Background: an optimization exercise with open tools, aiming at small area, a short achievable clock period and few clock cycles per item. Do not read the settings as production practice.
Where RTL was checked, it was by simulation tests only, not by an equivalence proof against the original.

== build 23 ==
## ex_muldiv
module ex_muldiv
(
    input  logic            clk,
    input  logic            rst,
    input  logic [4:0]      ALUop_i,
    input  logic            signed_i,
    input  logic [ex_muldiv_pkg::XLEN-1:0] oprand1_i,
    input  logic [ex_muldiv_pkg::XLEN-1:0] oprand2_i,
    input  logic            flush_i,
    output logic            pauseRequest_o,
    output logic            valid_o,
    output logic [1:0]      writeHILO_o,
    output logic [ex_muldiv_pkg::XLEN-1:0] HI_o,
    output logic [ex_muldiv_pkg::XLEN-1:0] LO_o
);
export LEC_CHECK = 0
export CAP_MARGIN = 20
export CORE_MARGIN = 2
export CORE_UTILIZATION = 40
export SLEW_MARGIN = 20
create_clock -name core_clock -period 12.0 [get_ports {clk}]
standard.sh (not shown) runs the stock make flow with config.mk's settings and CLKGATE_MAP_FILE= SYNTH_SCRIPT=/design/flow/synth_recipe.tcl, a recipe that flattens the netlist after the stock synthesis.
==> flow/flow/run.sh <==
#!/bin/bash
set -euo pipefail
bash standard.sh BUFFER_PORTS_ARGS="-buffer_cell sky130_fd_sc_hd__buf_1" SETUP_SLACK_MARGIN=5.75 finish > standard_flow.log 2>&1
Testbench counts of build 23, summed over its fixed seeds: cycles 14,207, ops 3,200.
Relative to build 23, the following input files were edited for build 79:
Settings: an added ABC_AREA of 1.
==> flow/flow/run.sh <==
#!/bin/bash
set -euo pipefail
bash standard.sh BUFFER_PORTS_ARGS="-buffer_cell sky130_fd_sc_hd__buf_1" SETUP_SLACK_MARGIN=6.25 finish > standard_flow.log 2>&1
==> summary.txt <==
- For build 23, the worst setup path endpoint was acc_q[59], unlike build 79, where it was HI_o[31].
- Maximum number of pins on one net before global-route repair (lower): build 23
- Against build 23, post-route cell area in build 79 came out worse.
- The synthesized area was comparable across build 23 and build 79.
- Compared to build 23, build 79 shows a wider setup margin.
- Delta(number of vias per cell, build 79 - build 23) < 0
- Changes observed in build 79 relative to build 23: inverter count picked up an extra 286, ratio of final minimum period to clock period lost 1.2 points.
- Summary of build 79 over build 23: core utilization +1.3 points, synthesized area per cell -18%.
--- input diff build 79..build 95 ---
Settings: ABC_AREA: 1 -> unset.
==> flow/flow/run.sh <==
#!/bin/bash
set -euo pipefail
bash standard.sh BUFFER_PORTS_ARGS="-buffer_cell sky130_fd_sc_hd__buf_1" SETUP_SLACK_MARGIN=6.5 finish > standard_flow.log 2>&1
--- outcome ---
Build 95: full flow OK, the timing, design-rule and antenna checks passed. Against build 79, build 95 comes in 3.6% lower on first-iteration DRC count. Compared with build 79, in build 95 global-route usage moved down; final-layout non-clock buffer area share now sits higher. Build 79 leaves more setup margin than build 95.
diff inputs: build 95 => build 33
Settings: CORE_UTILIZATION now 47, was 40; ABC_AREA now 1, previously not set.
==> flow/flow/run.sh <==
#!/bin/bash
set -euo pipefail
bash standard.sh BUFFER_PORTS_ARGS="-buffer_cell sky130_fd_sc_hd__buf_1" SETUP_SLACK_MARGIN=6 finish > standard_flow.log 2>&1
Results
- Build 33 vs. build 95: number of pins exceeding their max-slew limit in the final report was more or less identical, relative area change from synthesis to final layout now sits lower, core area has decreased.
- Relative to build 95, the worst slack at placement of build 33 is higher by 0.75 ns.
- [build 33 vs build 95] logic depth of the worst path, buffers included: lower in build 33
- Build 33 against build 95: worst setup slack decreased 0.061 ns; number of multi-input combinational cells saw an increase; total negative slack for setup checks level.
- Ratio of routed vias to standard cells was higher in build 95 than in build 33.
- Post-synthesis instance total on build 33 is up relative to build 95.
- More vias were needed by build 33 than by build 95.
Changes in build 38 relative to build 33:
Settings: CORE_UTILIZATION now 35, was 47.
--- outcome ---
Build 38 finished every stage and its layout cleared the timing, design-rule and antenna checks.
There was hardly any difference in global-route wire length before repair between build 33 and build 38.
Diff build 38 and build 33: global-route usage lower in build 38

== run Y ==
ex_muldiv, a different RTL version from the one above (not shown whole).
Size in the first run: ~3,400 cells after synthesis, roughly 120 flip-flops, ~26,000 um2 of cells after synthesis.
==> flow/design.v (excerpt) <==
module ex_muldiv
(
    input  logic            clk,
    input  logic            rst,
    input  logic [4:0]      ALUop_i,
    input  logic            signed_i,
    input  logic [ex_muldiv_pkg::XLEN-1:0] oprand1_i,
    input  logic [ex_muldiv_pkg::XLEN-1:0] oprand2_i,
    input  logic            flush_i,
    output logic            pauseRequest_o,
    output logic            valid_o,
    output logic [1:0]      writeHILO_o,
    output logic [ex_muldiv_pkg::XLEN-1:0] HI_o,
    output logic [ex_muldiv_pkg::XLEN-1:0] LO_o
);
Settings: LEC_CHECK=0, CAP_MARGIN=20, CORE_MARGIN=2, CORE_UTILIZATION=40, SLEW_MARGIN=20; clock period 12.0 ns.
run.sh (not shown) runs the stock make flow with config.mk's settings and CLKGATE_MAP_FILE= SYNTH_SCRIPT=/design/flow/synth_recipe.tcl, a recipe that flattens the netlist after the stock synthesis.
Stock flow here: none of the scripts above is used.
Run Y finished every stage and its layout cleared the timing, design-rule and antenna checks.
Testbench counts of run Y, summed over its fixed seeds: cycles 12,861, ops 3,200.
Changes in run C relative to run Y:
- putting SETUP_SLACK_MARGIN at 5 where nothing was set
## What came out
- Summary of the comparison: last weighted congestion value of the routability-driven placer is higher in run C, relative to run Y.
- Run C supports a higher top clock frequency than run Y.
- Area: run C vs run Y -> run C larger
- Between run C and run Y, the routed wire length is lower for run Y.
- Hold slack, run C and run Y: larger value in run Y
- The global-route usage number comes out lower for run Y vs run C.

Setup of lane 5:
ex_muldiv, a different RTL version from the one above (not shown whole).
Size in the first run: ~4200 cells after synthesis, about 140 I/O pins.
// ex_muldiv
module ex_muldiv
(
    input  logic            clk,
    input  logic            rst,
    input  logic [4:0]      ALUop_i,
    input  logic            signed_i,
    input  logic [ex_muldiv_pkg::XLEN-1:0] oprand1_i,
    input  logic [ex_muldiv_pkg::XLEN-1:0] oprand2_i,
    input  logic            flush_i,
    output logic            pauseRequest_o,
    output logic            valid_o,
    output logic [1:0]      writeHILO_o,
    output logic [ex_muldiv_pkg::XLEN-1:0] HI_o,
    output logic [ex_muldiv_pkg::XLEN-1:0] LO_o
);
    localparam int XL = ex_muldiv_pkg::XLEN;
    localparam int K  = ex_muldiv_pkg::MUL_K;      
    localparam int NG = ex_muldiv_pkg::MUL_NG;     
    localparam int ND = K / 2;                     
    localparam int WA = XL + 2;                    
    localparam int WS = WA + K;                    
    localparam int WD = ex_muldiv_pkg::DIV_W;      
    localparam int WL = K * NG;                    
    logic is_mult, is_div, is_op;
    assign is_mult = (ALUop_i == ex_muldiv_pkg::ALU_MULT);
  ...
clock: 12.0 ns
lec_check: 0
abc_area: 1
cap_margin: 20
core_margin: 2
core_utilization: 40
setup_slack_margin: 5
slew_margin: 20
Input-level comparison between lane 1 and lane 5:
==> flow/flow/run.sh (new file) <==
#!/bin/bash
set -euo pipefail
MARGIN=$(cat flow/margin.txt)
bash standard.sh SETUP_SLACK_MARGIN="$MARGIN" finish > standard_flow.log 2>&1
==> flow/flow/margin.txt (new file) <==
6.5
==> flow/standard.sh (new file) <==
#!/bin/bash
# synth_recipe.tcl (not shown) runs the flow's synth.tcl, then flattens the netlist and writes it again
# the make line also repeats each setting of config.mk as NAME=value (left out here)
make -C /OpenROAD-flow-scripts/flow DESIGN_CONFIG=/design/flow/config.mk WORK_HOME=/design/flow/orfs CLKGATE_MAP_FILE= SYNTH_SCRIPT=/design/flow/synth_recipe.tcl "${@:-finish}"
-- flow/config.mk --
<<< lane 5, line 7
export LEC_CHECK = 0
export ABC_AREA = 1
export CAP_MARGIN = 20
>>> lane 1, line 7
export LEC_CHECK = 0
export CAP_MARGIN = 20
<<< lane 5, line 11
export CORE_UTILIZATION = 40
export SETUP_SLACK_MARGIN = 5
export SLEW_MARGIN = 20
>>> lane 1, line 10
export CORE_UTILIZATION = 40
export SLEW_MARGIN = 20
removed: flow/run.sh
--- outcome ---
Looking at termination of the worst setup path, the acc_q[28] result is from lane 1; the HI_o[27] one comes from lane 5. Of lane 1 and lane 5, the run reporting the lower critical path depth was lane 5. Lane 5 -> lane 1: ratio of routed vias to standard cells increased by a little under 10%. Synthesized-area fraction occupied by xor and xnor cells: lane 1 vs lane 5 down 0.98 points. Run comparison: lane 1 dominant combinational cell family by area after synthesis compound AO/OA/AOI/OAI gates; lane 5 dominant combinational cell family by area after synthesis simple AND/OR/NAND/NOR gates. Compared with lane 5, number of non-clock inverters in lane 1 decreased by more than half.
No run of this note included a check of the RTL's function; only the layout flow was run.

Setup of indigo:
ex_muldiv, a different RTL version from the one above (not shown whole).
Size in the first run: ~3300 cells after synthesis, ~26000 um^2 of cells after synthesis.
export LEC_CHECK = 0
export CAP_MARGIN = 20
export CORE_MARGIN = 2
export CORE_UTILIZATION = 40
export SETUP_SLACK_MARGIN = 5
export SLEW_MARGIN = 20
create_clock -name core_clock -period 12.0 [get_ports {clk}]
Stock flow here: none of the scripts above is used.
Testbench counts of indigo, summed over its fixed seeds: cycles 14,207, ops 3,200.
Input-level comparison between willow and indigo:
Settings: clearing SETUP_SLACK_MARGIN, which used to be 5.
==> flow/flow/run.sh (new file) <==
#!/bin/bash
set -euo pipefail
bash standard.sh BUFFER_PORTS_ARGS="-buffer_cell sky130_fd_sc_hd__buf_1" SETUP_SLACK_MARGIN=6 finish > standard_flow.log 2>&1
==> flow/standard.sh (new file) <==
#!/bin/bash
# synth_recipe.tcl (not shown) runs the flow's synth.tcl, then flattens the netlist and writes it again
# the make line also repeats each setting of config.mk as NAME=value (left out here)
make -C /OpenROAD-flow-scripts/flow DESIGN_CONFIG=/design/flow/config.mk WORK_HOME=/design/flow/orfs CLKGATE_MAP_FILE= SYNTH_SCRIPT=/design/flow/synth_recipe.tcl "${@:-finish}"
removed: flow/run.sh
### Flow results
willow | stages: all done | timing, DRC, antenna: all pass
In the flow results for willow and indigo, the maximum single-stage delay on the critical path is smaller on willow.
Edits applied to the flow inputs when going from willow to tundra:
==> flow/flow/run.sh <==
#!/bin/bash
set -euo pipefail
bash standard.sh BUFFER_PORTS_ARGS="-buffer_cell sky130_fd_sc_hd__buf_1" SETUP_SLACK_MARGIN=7 finish > standard_flow.log 2>&1
[summary]
Summary of tundra over willow: overall fraction of global-route tracks in use rose 1.3 points. Between willow and tundra, the final-layout worst hold slack figures differ only marginally. Via count for tundra: 1736 up relative to willow. Per the comparison of tundra with willow, wire length of the first global-routing pass increased by 4.5% relative to the old numbers; routed wire length went up by about 8%; worst-case setup slack after placement dropped 56 ps.
Inputs modified between tundra and ember:
==> flow/flow/run.sh <==
#!/bin/bash
set -euo pipefail
bash standard.sh BUFFER_PORTS_ARGS="-buffer_cell sky130_fd_sc_hd__buf_1" SETUP_SLACK_MARGIN=6.5 finish > standard_flow.log 2>&1
==> comparison <==
ember completed end to end with timing, DRC and antenna clean.
The higher global-route usage of tundra and ember is in tundra.
ember ends up with higher transition time at the pin with the least slew margin than tundra does.
Relative to tundra, ember improves setup slack.
ember — via count of the first global-routing pass 2.1% lower, tundra as reference

ex_muldiv with an RTL version that a note above also has.
For scale: roughly 3900 cells after synthesis, ~140 I/O pins, about 25000 um^2 of cells after synthesis.
// ex_muldiv
module ex_muldiv
(
    input  logic            clk,
    input  logic            rst,
    input  logic [4:0]      ALUop_i,
    input  logic            signed_i,
    input  logic [ex_muldiv_pkg::XLEN-1:0] oprand1_i,
    input  logic [ex_muldiv_pkg::XLEN-1:0] oprand2_i,
    input  logic            flush_i,
    output logic            pauseRequest_o,
    output logic            valid_o,
    output logic [1:0]      writeHILO_o,
    output logic [ex_muldiv_pkg::XLEN-1:0] HI_o,
    output logic [ex_muldiv_pkg::XLEN-1:0] LO_o
);
clock: 12.0 ns
lec_check: 0
abc_area: 1
cap_margin: 20
core_margin: 2
core_utilization: 40
slew_margin: 20
standard.sh (not shown) runs the stock make flow with config.mk's settings and CLKGATE_MAP_FILE= SYNTH_SCRIPT=/design/flow/synth_recipe.tcl, a recipe that flattens the netlist after the stock synthesis.
==> flow/flow/run.sh <==
#!/bin/bash
set -euo pipefail
bash standard.sh BUFFER_PORTS_ARGS="-buffer_cell sky130_fd_sc_hd__buf_1" SETUP_SLACK_MARGIN=6 finish > standard_flow.log 2>&1
The starting point ran to the end with no violations.
Testbench counts at the start, summed over its fixed seeds: cycles 14,207, ops 3,200.
==> next run, changes <==
ABC_AREA = not set   (was 1)
What happened: The changed run went through all stages and came out clean. Setup slack gains 0.030 ns. Final area rises by 3.0%. Critical path depth rises by 11. Cell count falls by 15%. Utilization rises by 1.3 points. Via count falls by 8.8%. Synthesized cell count falls by 18%. Register-to-register slack loses 0.22 ns. Wire length falls by 4.9%. Sequential share of layout area falls by 0.21 points.

static timing again, ports no longer ideal:
No port has a modelled driver above. Below, the same layouts with a new extraction and two added sets of constraints.
Step 1, drivers: a clkbuf_16 drives clk and a buf_2 each remaining input, both assumed.
Step 2 also shifts input and output timing later by t, the mid clock arrival at the registers, as if the neighbouring blocks saw the same clock.
Three values: ideal ports, drivers, drivers and shift; two values: the first two.
run	t (ns)	setup slack, ns	worst hold slack (ns)	worst register clock-pin slew, ns
build 23	0.548	5.899 / 5.899 / 5.435	0.498 / 0.498 / 0.498	0.08 / 0.08
build 79	0.562	6.041 / 5.976 / 5.948	0.540 / 0.540 / 0.540	0.08 / 0.08
build 95	0.551	6.037 / 6.037 / 5.969	0.504 / 0.504 / 0.504	0.07 / 0.07
build 33	0.562	5.976 / 5.913 / 5.775	0.522 / 0.522 / 0.522	0.08 / 0.08
build 38	0.571	5.914 / 5.850 / 5.766	0.543 / 0.543 / 0.543	0.07 / 0.07
run Y	0.482	1.667 / 1.693 / 1.211	0.624 / 0.624 / 0.624	0.06 / 0.06
run C	0.490	3.903 / 3.913 / 3.423	0.604 / 0.604 / 0.604	0.06 / 0.06
lane 5	0.571	5.127 / 5.063 / 4.985	0.525 / 0.525 / 0.525	0.08 / 0.08
lane 1	0.558	5.125 / 5.125 / 4.985	0.499 / 0.499 / 0.499	0.08 / 0.08
indigo	0.545	5.206 / 5.223 / 4.687	0.477 / 0.477 / 0.477	0.07 / 0.07
willow	0.555	5.946 / 5.946 / 5.665	0.505 / 0.505 / 0.505	0.08 / 0.08
tundra	0.546	5.967 / 5.967 / 5.967	0.505 / 0.505 / 0.505	0.07 / 0.07
ember	0.546	6.013 / 6.013 / 6.013	0.543 / 0.543 / 0.543	0.07 / 0.07
the first run of note 5	0.571	6.002 / 5.937 / 5.765	0.541 / 0.541 / 0.541	0.08 / 0.08
the second run of note 5	0.554	6.032 / 6.032 / 5.680	0.494 / 0.494 / 0.494	0.08 / 0.08
After both steps setup and hold are still met in every run listed. For indigo, which loses most, drivers alone change the setup slack by +0.017 ns; drivers and shift together by -0.519 ns.
